This is an optimization exercise on Yosys and OpenROAD, whose aim is a short achievable clock period and few clock cycles, not a production implementation.
Function was checked by simulation only, so behaviour that the tests miss may differ from the original.
No activity file was given, so power comes from the tool's default toggle rates.

**flow/config.mk**
```make
export PLATFORM = sky130hd
export DESIGN_NAME = proc_top
export DESIGN_NICKNAME = proc_top
export VERILOG_FILES = /design/flow/design.v
export SDC_FILE = /design/flow/constraint.sdc
export NUM_CORES = 4
export LEC_CHECK = 0
export CAP_MARGIN = 20
export CORE_MARGIN = 2
export CORE_UTILIZATION = 40
export SLEW_MARGIN = 20
```
**flow/run.sh**
```bash
#!/bin/bash
# synth_recipe.tcl (not shown) runs the flow's synth.tcl, then flattens the netlist and writes it again
# the make line also repeats each setting of config.mk as NAME=value (left out here)
make -C /OpenROAD-flow-scripts/flow DESIGN_CONFIG=/design/flow/config.mk WORK_HOME=/design/flow/orfs CLKGATE_MAP_FILE= SYNTH_SCRIPT=/design/flow/synth_recipe.tcl finish
```
**flow/design.v**
```verilog
package isa_pkg;
  typedef enum logic [6:0] {
    OPC_OP     = 7'b0110011,
    OPC_OP_IMM = 7'b0010011,
    OPC_BRANCH = 7'b1100011,
    OPC_JAL    = 7'b1101111,
    OPC_SYSTEM = 7'b1110011
  } opcode_e;
  localparam logic [2:0] F3_ADD  = 3'b000;
  localparam logic [2:0] F3_XOR  = 3'b100;
  localparam logic [2:0] F3_OR   = 3'b110;
  localparam logic [2:0] F3_AND  = 3'b111;
  localparam logic [2:0] F3_BNE  = 3'b001;
  localparam logic [2:0] F3_CSRW = 3'b001;
  localparam logic [2:0] F3_CSRR = 3'b010;
  localparam logic [6:0] F7_SUB  = 7'b0100000;
  typedef struct packed {
    logic [6:0]             funct7;
    logic [5-1:0] rs2;
    logic [5-1:0] rs1;
    logic [2:0]             funct3;
    logic [5-1:0] rd;
    opcode_e                opcode;
  } inst_r_t;
  typedef struct packed {
    logic [11:0]            imm12;
    logic [5-1:0] rs1;
    logic [2:0]             funct3;
    logic [5-1:0] rd;
    opcode_e                opcode;
  } inst_i_t;
  typedef union packed {
    inst_r_t r;
    inst_i_t i;
  } inst_u;
endpackage
package pipe_pkg;
  typedef enum logic [2:0] {
    ALU_ADD,
    ALU_SUB,
    ALU_XOR,
    ALU_AND,
    ALU_OR,
    ALU_CP2
  } alu_fn_e;
  typedef enum logic [1:0] {
    WB_ALU,
    WB_PC4,
    WB_MNGR
  } wb_sel_e;
  typedef struct packed {
    logic               valid;
    logic [32-1:0]   pc;
    logic [32-1:0]   inst;    
  } fd_t;
  typedef struct packed {
    logic                   valid;
    logic [32-1:0]       pc;
    logic [32-1:0]       op1;
    logic [32-1:0]       op2;
    logic [32-1:0]       rs2_data;
    alu_fn_e                alu_fn;
    wb_sel_e                wb_sel;
    logic                   branch;
    logic [32-1:0]       target;
    logic                   wen;
    logic [5-1:0] rd;
    logic                   mngr;
  } dx_t;
  typedef struct packed {
    logic                   valid;
    logic [32-1:0]       result;
    logic                   wen;
    logic [5-1:0] rd;
    logic                   mngr;
  } xw_t;
  typedef struct packed {
    logic                   live;
    logic [5-1:0] rd;
  } dest_t;
  typedef struct packed {
    logic               taken;
    logic [32-1:0]   target;
  } redirect_t;
  typedef struct packed {
    logic                   en;
    logic [5-1:0] addr;
    logic [32-1:0]       data;
  } rf_wr_t;
endpackage
`timescale 1ns/1ps
module proc_fetch (
  input  logic                clk,
  input  logic                reset,
  input  logic                stall_d_i,
  input  pipe_pkg::redirect_t br_redirect_i,
  input  pipe_pkg::redirect_t jal_redirect_i,
  output logic [32-1:0]    imem_addr_o,
  input  logic [32-1:0]    imem_data_i,
  output pipe_pkg::fd_t       fd_o
);
  logic [32-1:0] pc_q;
  logic [32-1:0] pc_next;
  logic             squash;
  always_comb begin
    if (br_redirect_i.taken) begin
      pc_next = br_redirect_i.target;
    end else if (jal_redirect_i.taken) begin
      pc_next = jal_redirect_i.target;
    end else if (stall_d_i) begin
      pc_next = pc_q;
    end else begin
      pc_next = pc_q + 32'd4;
    end
  end
  always_ff @(posedge clk) begin
    if (reset) begin
      pc_q <= 32'h0000_0200;
    end else begin
      pc_q <= pc_next;
    end
  end
  assign imem_addr_o = pc_q;
  assign squash = br_redirect_i.taken || jal_redirect_i.taken;
  assign fd_o.valid = !squash;
  assign fd_o.pc    = pc_q;
  assign fd_o.inst  = imem_data_i;
endmodule
`timescale 1ns/1ps
module proc_decode (
  input  logic                   clk,
  input  logic                   reset,
  input  pipe_pkg::fd_t          fd_i,
  input  logic                   stall_w_i,
  input  pipe_pkg::redirect_t    br_redirect_i,
  input  pipe_pkg::dest_t        x_dest_i,
  input  pipe_pkg::dest_t        w_dest_i,
  output logic [5-1:0] rs1_addr_o,
  output logic [5-1:0] rs2_addr_o,
  input  logic [32-1:0]       rs1_data_i,
  input  logic [32-1:0]       rs2_data_i,
  input  logic [32-1:0]       mngr2proc_data_i,
  input  logic                   mngr2proc_val_i,
  output logic                   mngr2proc_rdy_o,
  output logic                   stall_d_o,
  output pipe_pkg::redirect_t    jal_redirect_o,
  output pipe_pkg::dx_t          dx_o
);
  typedef enum logic [1:0] {
    OP2_RS2,
    OP2_IMM,
    OP2_MNGR,
    OP2_RS1
  } op2_sel_e;
  pipe_pkg::fd_t              fd_q;
  isa_pkg::inst_u            inst;
  logic [32-1:0] word;
  logic             rs1_en;
  logic             rs2_en;
  logic             wen;
  logic             branch;
  logic             jal;
  logic             csrr;
  logic             csrw;
  op2_sel_e         op2_sel;
  pipe_pkg::alu_fn_e          alu_fn;
  pipe_pkg::wb_sel_e          wb_sel;
  logic [32-1:0] imm_i;
  logic [32-1:0] imm_b;
  logic [32-1:0] imm_j;
  logic [32-1:0] target;
  logic             hazard;
  logic             mngr_wait;
  logic             squash;
  function automatic pipe_pkg::alu_fn_e f3_alu(input logic [2:0] f3);
    case (f3)
      isa_pkg::F3_ADD:  f3_alu = pipe_pkg::ALU_ADD;
      isa_pkg::F3_XOR:  f3_alu = pipe_pkg::ALU_XOR;
      isa_pkg::F3_OR:   f3_alu = pipe_pkg::ALU_OR;
      isa_pkg::F3_AND:  f3_alu = pipe_pkg::ALU_AND;
      default: f3_alu = pipe_pkg::ALU_ADD;
    endcase
  endfunction
  function automatic logic dest_hit(input logic [5:0] d, input logic [5-1:0] addr);
    dest_hit = d[5] && (d[5-1:0] == addr);
  endfunction
  always_ff @(posedge clk) begin
    if (reset) begin
      fd_q.valid <= 1'b0;
    end else if (!stall_d_o || br_redirect_i.taken) begin
      fd_q <= fd_i;
    end
  end
  assign inst = fd_q.inst;
  assign word = fd_q.inst;
  always_comb begin
    rs1_en  = 1'b0;
    rs2_en  = 1'b0;
    wen     = 1'b0;
    branch  = 1'b0;
    jal     = 1'b0;
    csrr    = 1'b0;
    csrw    = 1'b0;
    op2_sel = OP2_RS2;
    alu_fn  = pipe_pkg::ALU_ADD;
    wb_sel  = pipe_pkg::WB_ALU;
    case (inst.r.opcode)
      isa_pkg::OPC_OP: begin
        rs1_en = 1'b1;
        rs2_en = 1'b1;
        wen    = 1'b1;
        if (inst.r.funct3 == isa_pkg::F3_ADD && inst.r.funct7 == isa_pkg::F7_SUB) begin
          alu_fn = pipe_pkg::ALU_SUB;
        end else begin
          alu_fn = f3_alu(inst.r.funct3);
        end
      end
      isa_pkg::OPC_OP_IMM: begin
        rs1_en  = 1'b1;
        wen     = 1'b1;
        op2_sel = OP2_IMM;
        alu_fn  = f3_alu(inst.i.funct3);
      end
      isa_pkg::OPC_BRANCH: begin
        branch = (inst.r.funct3 == isa_pkg::F3_BNE);
        rs1_en = branch;
        rs2_en = branch;
      end
      isa_pkg::OPC_JAL: begin
        jal    = 1'b1;
        wen    = 1'b1;
        wb_sel = pipe_pkg::WB_PC4;
      end
      isa_pkg::OPC_SYSTEM: begin
        csrr   = (inst.i.funct3 == isa_pkg::F3_CSRR) && (inst.i.imm12 == 12'hFC0);
        csrw   = (inst.i.funct3 == isa_pkg::F3_CSRW) && (inst.i.imm12 == 12'h7C0);
        rs1_en = csrw;
        wen    = csrr;
        alu_fn = pipe_pkg::ALU_CP2;
        if (csrr) begin
          op2_sel = OP2_MNGR;
          wb_sel  = pipe_pkg::WB_MNGR;
        end else begin
          op2_sel = OP2_RS1;
        end
      end
      default: begin
      end
    endcase
  end
  assign imm_i = {{20{inst.i.imm12[11]}}, inst.i.imm12};
  assign imm_b = {{20{word[31]}}, word[7], word[30:25], word[11:8], 1'b0};
  assign imm_j = {{12{word[31]}}, word[19:12], word[20], word[30:21], 1'b0};
  assign target = fd_q.pc + (jal ? imm_j : imm_b);
  assign rs1_addr_o = inst.r.rs1;
  assign rs2_addr_o = inst.r.rs2;
  assign hazard = (rs1_en && (dest_hit(x_dest_i, inst.r.rs1) ||
                              dest_hit(w_dest_i, inst.r.rs1))) ||
                  (rs2_en && (dest_hit(x_dest_i, inst.r.rs2) ||
                              dest_hit(w_dest_i, inst.r.rs2)));
  assign mngr_wait = csrr && !mngr2proc_val_i;
  assign squash    = br_redirect_i.taken;
  assign stall_d_o = stall_w_i || (fd_q.valid && (hazard || mngr_wait));
  assign mngr2proc_rdy_o = fd_q.valid && csrr && !hazard && !stall_w_i && !squash;
  assign jal_redirect_o.taken  = fd_q.valid && jal && !stall_d_o && !squash;
  assign jal_redirect_o.target = target;
  always_comb begin
    dx_o.valid = fd_q.valid && !stall_d_o && !squash;
    dx_o.pc    = fd_q.pc;
    dx_o.op1   = rs1_data_i;
    case (op2_sel)
      OP2_IMM:  dx_o.op2 = imm_i;
      OP2_MNGR: dx_o.op2 = mngr2proc_data_i;
      OP2_RS1:  dx_o.op2 = rs1_data_i;
      default:  dx_o.op2 = rs2_data_i;
    endcase
    dx_o.rs2_data = rs2_data_i;
    dx_o.alu_fn   = alu_fn;
    dx_o.wb_sel   = wb_sel;
    dx_o.branch   = branch;
    dx_o.target   = target;
    dx_o.wen      = wen;
    dx_o.rd       = inst.r.rd;
    dx_o.mngr     = csrw;
  end
endmodule
`timescale 1ns/1ps
module proc_regfile (
  input  logic                   clk,
  input  pipe_pkg::rf_wr_t       wr_i,
  input  logic [5-1:0] rs1_addr_i,
  input  logic [5-1:0] rs2_addr_i,
  output logic [32-1:0]       rs1_data_o,
  output logic [32-1:0]       rs2_data_o
);
  logic [32-1:0] regs [(1 << 5)];
  always_ff @(posedge clk) begin
    if (wr_i.en && (wr_i.addr != '0)) begin
      regs[wr_i.addr] <= wr_i.data;
    end
  end
  assign rs1_data_o = (rs1_addr_i == '0) ? '0 : regs[rs1_addr_i];
  assign rs2_data_o = (rs2_addr_i == '0) ? '0 : regs[rs2_addr_i];
endmodule
`timescale 1ns/1ps
module proc_execute (
  input  logic                clk,
  input  logic                reset,
  input  pipe_pkg::dx_t       dx_i,
  input  logic                stall_w_i,
  output pipe_pkg::redirect_t br_redirect_o,
  output pipe_pkg::dest_t     x_dest_o,
  output pipe_pkg::xw_t       xw_o
);
  pipe_pkg::dx_t              dx_q;
  logic [32-1:0] alu_out;
  logic [32-1:0] pc_plus4;
  always_ff @(posedge clk) begin
    if (reset) begin
      dx_q.valid <= 1'b0;
    end else if (!stall_w_i) begin
      dx_q <= dx_i;
    end
  end
  always_comb begin
    case (dx_q.alu_fn)
      pipe_pkg::ALU_SUB: alu_out = dx_q.op1 - dx_q.op2;
      pipe_pkg::ALU_XOR: alu_out = dx_q.op1 ^ dx_q.op2;
      pipe_pkg::ALU_AND: alu_out = dx_q.op1 & dx_q.op2;
      pipe_pkg::ALU_OR:  alu_out = dx_q.op1 | dx_q.op2;
      pipe_pkg::ALU_CP2: alu_out = dx_q.op2;
      default: alu_out = dx_q.op1 + dx_q.op2;
    endcase
  end
  assign pc_plus4 = dx_q.pc + 32'd4;
  assign br_redirect_o.taken  = dx_q.valid && dx_q.branch &&
                                (dx_q.op1 != dx_q.rs2_data) && !stall_w_i;
  assign br_redirect_o.target = dx_q.target;
  assign x_dest_o.live = dx_q.valid && dx_q.wen && (dx_q.rd != '0);
  assign x_dest_o.rd   = dx_q.rd;
  always_comb begin
    xw_o.valid = dx_q.valid;
    case (dx_q.wb_sel)
      pipe_pkg::WB_PC4:  xw_o.result = pc_plus4;
      pipe_pkg::WB_MNGR: xw_o.result = dx_q.op2;
      default: xw_o.result = alu_out;
    endcase
    xw_o.wen  = dx_q.wen;
    xw_o.rd   = dx_q.rd;
    xw_o.mngr = dx_q.mngr;
  end
endmodule
`timescale 1ns/1ps
module proc_result (
  input  logic              clk,
  input  logic              reset,
  input  pipe_pkg::xw_t     xw_i,
  output logic [32-1:0]  proc2mngr_data_o,
  output logic              proc2mngr_val_o,
  input  logic              proc2mngr_rdy_i,
  output logic              stall_w_o,
  output pipe_pkg::dest_t   w_dest_o,
  output pipe_pkg::rf_wr_t  wr_o
);
  pipe_pkg::xw_t xw_q;
  always_ff @(posedge clk) begin
    if (reset) begin
      xw_q.valid <= 1'b0;
    end else if (!stall_w_o) begin
      xw_q <= xw_i;
    end
  end
  assign stall_w_o = xw_q.valid && xw_q.mngr && !proc2mngr_rdy_i;
  assign proc2mngr_val_o  = xw_q.valid && xw_q.mngr;
  assign proc2mngr_data_o = xw_q.result;
  assign wr_o.en   = xw_q.valid && xw_q.wen && !stall_w_o;
  assign wr_o.addr = xw_q.rd;
  assign wr_o.data = xw_q.result;
  assign w_dest_o.live = xw_q.valid && xw_q.wen && (xw_q.rd != '0);
  assign w_dest_o.rd   = xw_q.rd;
endmodule
`timescale 1ns/1ps
module proc_top (
  input  logic             clk,
  input  logic             reset,
  output logic [32-1:0] imem_addr_o,
  input  logic [32-1:0] imem_data_i,
  input  logic [32-1:0] mngr2proc_data_i,
  input  logic             mngr2proc_val_i,
  output logic             mngr2proc_rdy_o,
  output logic [32-1:0] proc2mngr_data_o,
  output logic             proc2mngr_val_o,
  input  logic             proc2mngr_rdy_i
);
  pipe_pkg::fd_t                    fd;
  pipe_pkg::dx_t                    dx;
  pipe_pkg::xw_t                    xw;
  pipe_pkg::rf_wr_t                 wr;
  pipe_pkg::dest_t                  x_dest;
  pipe_pkg::dest_t                  w_dest;
  pipe_pkg::redirect_t              br_redirect;
  pipe_pkg::redirect_t              jal_redirect;
  logic                   stall_w;
  logic                   stall_d;
  logic [5-1:0] rs1_addr;
  logic [5-1:0] rs2_addr;
  logic [32-1:0]       rs1_data;
  logic [32-1:0]       rs2_data;
  proc_fetch i_fetch (
    .clk            (clk),
    .reset          (reset),
    .stall_d_i      (stall_d),
    .br_redirect_i  (br_redirect),
    .jal_redirect_i (jal_redirect),
    .imem_addr_o    (imem_addr_o),
    .imem_data_i    (imem_data_i),
    .fd_o           (fd)
  );
  proc_decode i_decode (
    .clk              (clk),
    .reset            (reset),
    .fd_i             (fd),
    .stall_w_i        (stall_w),
    .br_redirect_i    (br_redirect),
    .x_dest_i         (x_dest),
    .w_dest_i         (w_dest),
    .rs1_addr_o       (rs1_addr),
    .rs2_addr_o       (rs2_addr),
    .rs1_data_i       (rs1_data),
    .rs2_data_i       (rs2_data),
    .mngr2proc_data_i (mngr2proc_data_i),
    .mngr2proc_val_i  (mngr2proc_val_i),
    .mngr2proc_rdy_o  (mngr2proc_rdy_o),
    .stall_d_o        (stall_d),
    .jal_redirect_o   (jal_redirect),
    .dx_o             (dx)
  );
  proc_regfile i_regfile (
    .clk        (clk),
    .wr_i       (wr),
    .rs1_addr_i (rs1_addr),
    .rs2_addr_i (rs2_addr),
    .rs1_data_o (rs1_data),
    .rs2_data_o (rs2_data)
  );
  proc_execute i_execute (
    .clk           (clk),
    .reset         (reset),
    .dx_i          (dx),
    .stall_w_i     (stall_w),
    .br_redirect_o (br_redirect),
    .x_dest_o      (x_dest),
    .xw_o          (xw)
  );
  proc_result i_result (
    .clk              (clk),
    .reset            (reset),
    .xw_i             (xw),
    .proc2mngr_data_o (proc2mngr_data_o),
    .proc2mngr_val_o  (proc2mngr_val_o),
    .proc2mngr_rdy_i  (proc2mngr_rdy_i),
    .stall_w_o        (stall_w),
    .w_dest_o         (w_dest),
    .wr_o             (wr)
  );
endmodule
```
**flow/constraint.sdc**
```tcl
create_clock -name core_clock -period 6.0 [get_ports {clk}]
set_input_delay 1.2000 -clock core_clock [delete_from_list [all_inputs] [get_ports {clk}]]
set_output_delay 1.2000 -clock core_clock [all_outputs]
set_load 0.01 [all_outputs]
```
==> qor.yml <==
routing:
  drt_first_pass_iters: 5
  vias_per_cell: 6.20
  wl_per_cell_um: 31.2
  routed_wl_um: 202000
  via_count: 40200
  antenna_left: 0
  drt-initial-drc-count: 5149
  drcViolationCount: 0
sta:
  setup_tns_ns: 0
  fmax_mhz: 194
  slew-limit-headroom: 0.195
  setup_viol: 0
  layout_min_cycle_time_ns: 5.17
  rsz0062_at_grt: "false"
  finalCritPeriodShare: 0.861
  tightest_slew_ns: 1.20
  hold_violations: 0
  worst_slack_ns: 0.833
  fin_skew_ns: 0.0443
  whs_ns: 0.451
  slew_viol_final: 0
layout:
  fillerInstances: 14200
  layout.nets: 4347
  drive_above_1_share: 0.254
  syn_to_final_growth_pct: 13.8
worst_setup_path:
  cp-end-kind: "output pin"
  crit_type: "reg2out"
  worst-endpoint-arrival_ns: 3.97
  crit_fanout: 4
  start_kind: "flop"
  reg2reg_depth: 16
  cp.required_ns: 4.80
cts:
  insertion_delay_ns: 0.82
  root_buffer: "clkbuf_16"
  cts_max_level: 4
  cts_tree: "yes"
  postCtsResizedCells: 0
  post_cts_buffers: 0
  cts_buffer_depth: 3
  cts.reportedPaths.clkPinSlew_ns: 0.07
  clock-sinks: 1344
  ctsHoldBuffers: 0
  cts_buffers: 150
worst_hold_path:
  worstHoldPathType: "reg2reg"
  hold_depth: 0
synth:
  ys_warn_count: 5
  synth-seq-cells: 1344
  synth_cells: 4010
  synth.distinct_cells: 87
  synth_top_cell_by_area: "edfxtp_1"
  synth_top_area_share: 0.579
  synth_seq_area_share: 0.593
  ys_top_cells_by_area: "edfxtp_1 (58%), mux4_2 (21%), ha_1 (2.4%)"
  yosys-top-cells-count: "edfxtp_1 (1299), mux4_2 (640), nor2_1 (214), clkbuf_1 (157), nand2_1 (152)"
  synth_async_sr_flop_share: 0
  yosysMostFrequentCell: "edfxtp_1"
  synth_edf_count: 1299
  ys.flop_type: "edfxtp_1"
  avgSynthCellArea_um2: 16.8
  syn_area_um2: 67300
power_and_ir_drop:
  powerDensity_nw_per_um2: 315
  power_frac_clock: 0.378
  pwr-share-comb: 0.157
  p_leak_nw: 25.3
  p_int_mw: 17.7
  vdd_drop_max_v: 0.000198
  sw_frac_of_total: 0.269
  power_frac_seq: 0.465
  switching_power_mw: 6.49
grt:
  antenna_found_initial: 11
  grt_max_degree: 183
  grt_pass1_wl_um: 291000
  top_usage_layer: "met2"
  use_met2: 0.376
  groute.layer.met3.usage: 0.0366
  met1_usage: 0.331
  grt_overflow: 0
  grtUsageTotal: 0.234
  grt_pass1_vias: 39800
floorplan:
  start_util: 0.403
  core_region_area_um2: 167000
  dieArea_um2: 172000
  die_w_um: 414
  die_h_um: 414
  num_rows: 150
  io_pins: 134
place:
  place_ws_ns: 1.17
  hpwl_um: 134000
  port_buffers: 133
  gp_congestion: 0.884
run_status:
  status: "no timing/DRC/antenna violations"
flow_run:
  max-cap-violations: 0
[registers in the layout, indices dropped and copies added (netlist names), named ones only]
register and cells:
i_result.xw_q 40, i_decode.fd_q 65, i_execute.dx_q 173, i_fetch.pc_q 32
i_regfile.regs 1024
[power by group through the flow]
stage               Clock [mW]  Combinational, mW  Sequential [mW]
floorplan                    0               2.39             11.3
global placement             0               3.73             11.4
detailed placement           0               3.76             11.4
CTS                       9.27               3.78             11.2
global route              9.64               4.06             11.3
finish                    9.14               3.80             11.2
[metrics by stage]
stage | power [mW] | cell area (µm²) | util | instances
floorplan | 13.7 | 67500 | - | 4041
global placement | 15.2 | 71700 | 0.429 | 6197
detailed placement | 15.2 | 71700 | 0.429 | 6198
CTS | 24.3 | 76600 | 0.458 | 6472
global route | 25.0 | 76600 | 0.458 | 6473
finish | 24.2 | 76600 | 0.458 | 6475
[path summary, 6_finish.rpt]
path	start	endpoint	slack, ns
worst max register to register	i_decode.fd_q[6]	i_fetch.pc_q[25]	1.26
worst max-delay path	i_execute.dx_q[133]	mngr2proc_rdy_o	0.83
worst min-delay path	i_execute.dx_q[0]	i_result.xw_q[0]	0.45
worst min register to register	i_execute.dx_q[0]	i_result.xw_q[0]	0.45
[placed cells by master (no fill, tap or decap), types with 12 or more instances in the layout]
master	count
mux4_2	640
nor4_1	24
a211oi_1	24
clkbuf_1	38
a22oi_1	16
nand2_1	152
bufinv_16	12
buf_4	101
nor2_1	180
nor3_1	40
a31oi_1	22
nor2_4	35
nand2b_1	33
ha_1	129
nand4_1	26
clkdlybuf4s50_1	133
a221oi_1	55
o21ai_0	81
mux2i_1	82
or3_1	12
nand3_1	63
o211ai_1	18
clkinv_1	27
nor2b_1	13
dfxtp_1	35
and3_1	18
clkbuf_16	153
xor2_1	73
conb_1	32
o21a_1	13
buf_12	31
mux2_2	14
a21o_1	62
a21oi_1	137
o31ai_1	13
clkinv_2	21
inv_1	117
xnor2_1	106
edfxtp_1	1299
[final cells by class]
cell class	instances	area, µm²	area share
diodes	2	5.00	0.0000653
repair buffers	267	2740	0.0358
flip-flops and latches	1344	39900	0.521
multi-input cells	2266	25900	0.338
clock buffers	193	4000	0.0522
inverters	118	443	0.00578
clock inverters	81	863	0.0113
well taps	2204	2760	0.0360
[worst max-delay path, stage by stage (launching register included)]
cell	delay [ns]
edfxtp_1	0.52
xor2_1	0.22
nor4_1	0.40
nand4_1	0.38
o2111a_1	0.38
nor4_1	0.58
clkdlybuf4s50_1	0.68
[per-layer routing]
metal  vias to the layer above  routed length, µm  part of all wire
met4                         2               5500             0.027
met2                      1883              97100              0.48
met5                         -                 15          0.000074
met3                       282              15900             0.079
li1                      16700                  -                 -
met1                     21300              83500              0.41
[logic make-up (layout without fill, tap and decap cells)]
logic type / count (synthesis) / in the layout / synth area share
mux: 745 / 745 / 0.231
buf+inv: 431 / 659 / 0.0293
other cells: 1 / 34 / 0.0000557
flops: 1344 / 1344 / 0.593
compound gates: 535 / 535 / 0.0542
xor+xnor: 179 / 179 / 0.0233
fa+ha+maj: 132 / 132 / 0.0247
simple gates: 643 / 643 / 0.0453
Testbench counts, summed over its fixed seeds: cycles 52,162.

-- re-timing with driven ports --
How much do the figures lean on ideal ports? The routed layout below was timed once more, with nothing changed but the port constraints.
Step 1 (the two cells are an assumption about what drives the block):
set clk [get_ports {clk}]
set_driving_cell -lib_cell sky130_fd_sc_hd__clkbuf_16 $clk
set_driving_cell -lib_cell sky130_fd_sc_hd__buf_2 [delete_from_list [all_inputs] $clk]
Step 2 also shifts input and output timing later by t, the mid clock arrival at the registers, as if the neighbouring blocks saw the same clock.
a / b / c = no drivers / after step 1 / after step 2; a / b = the first two.
t, ns: 0.878
setup slack, ns: 0.833 / 0.749 / 1.081
slew at the worst register clock pin (ns): 0.07 / 0.07
cell pins on the clock port's net: 1
After both steps setup and hold are still met in this run. The setup slack of this run moves by -0.084 ns with the drivers and by +0.248 ns with both steps.
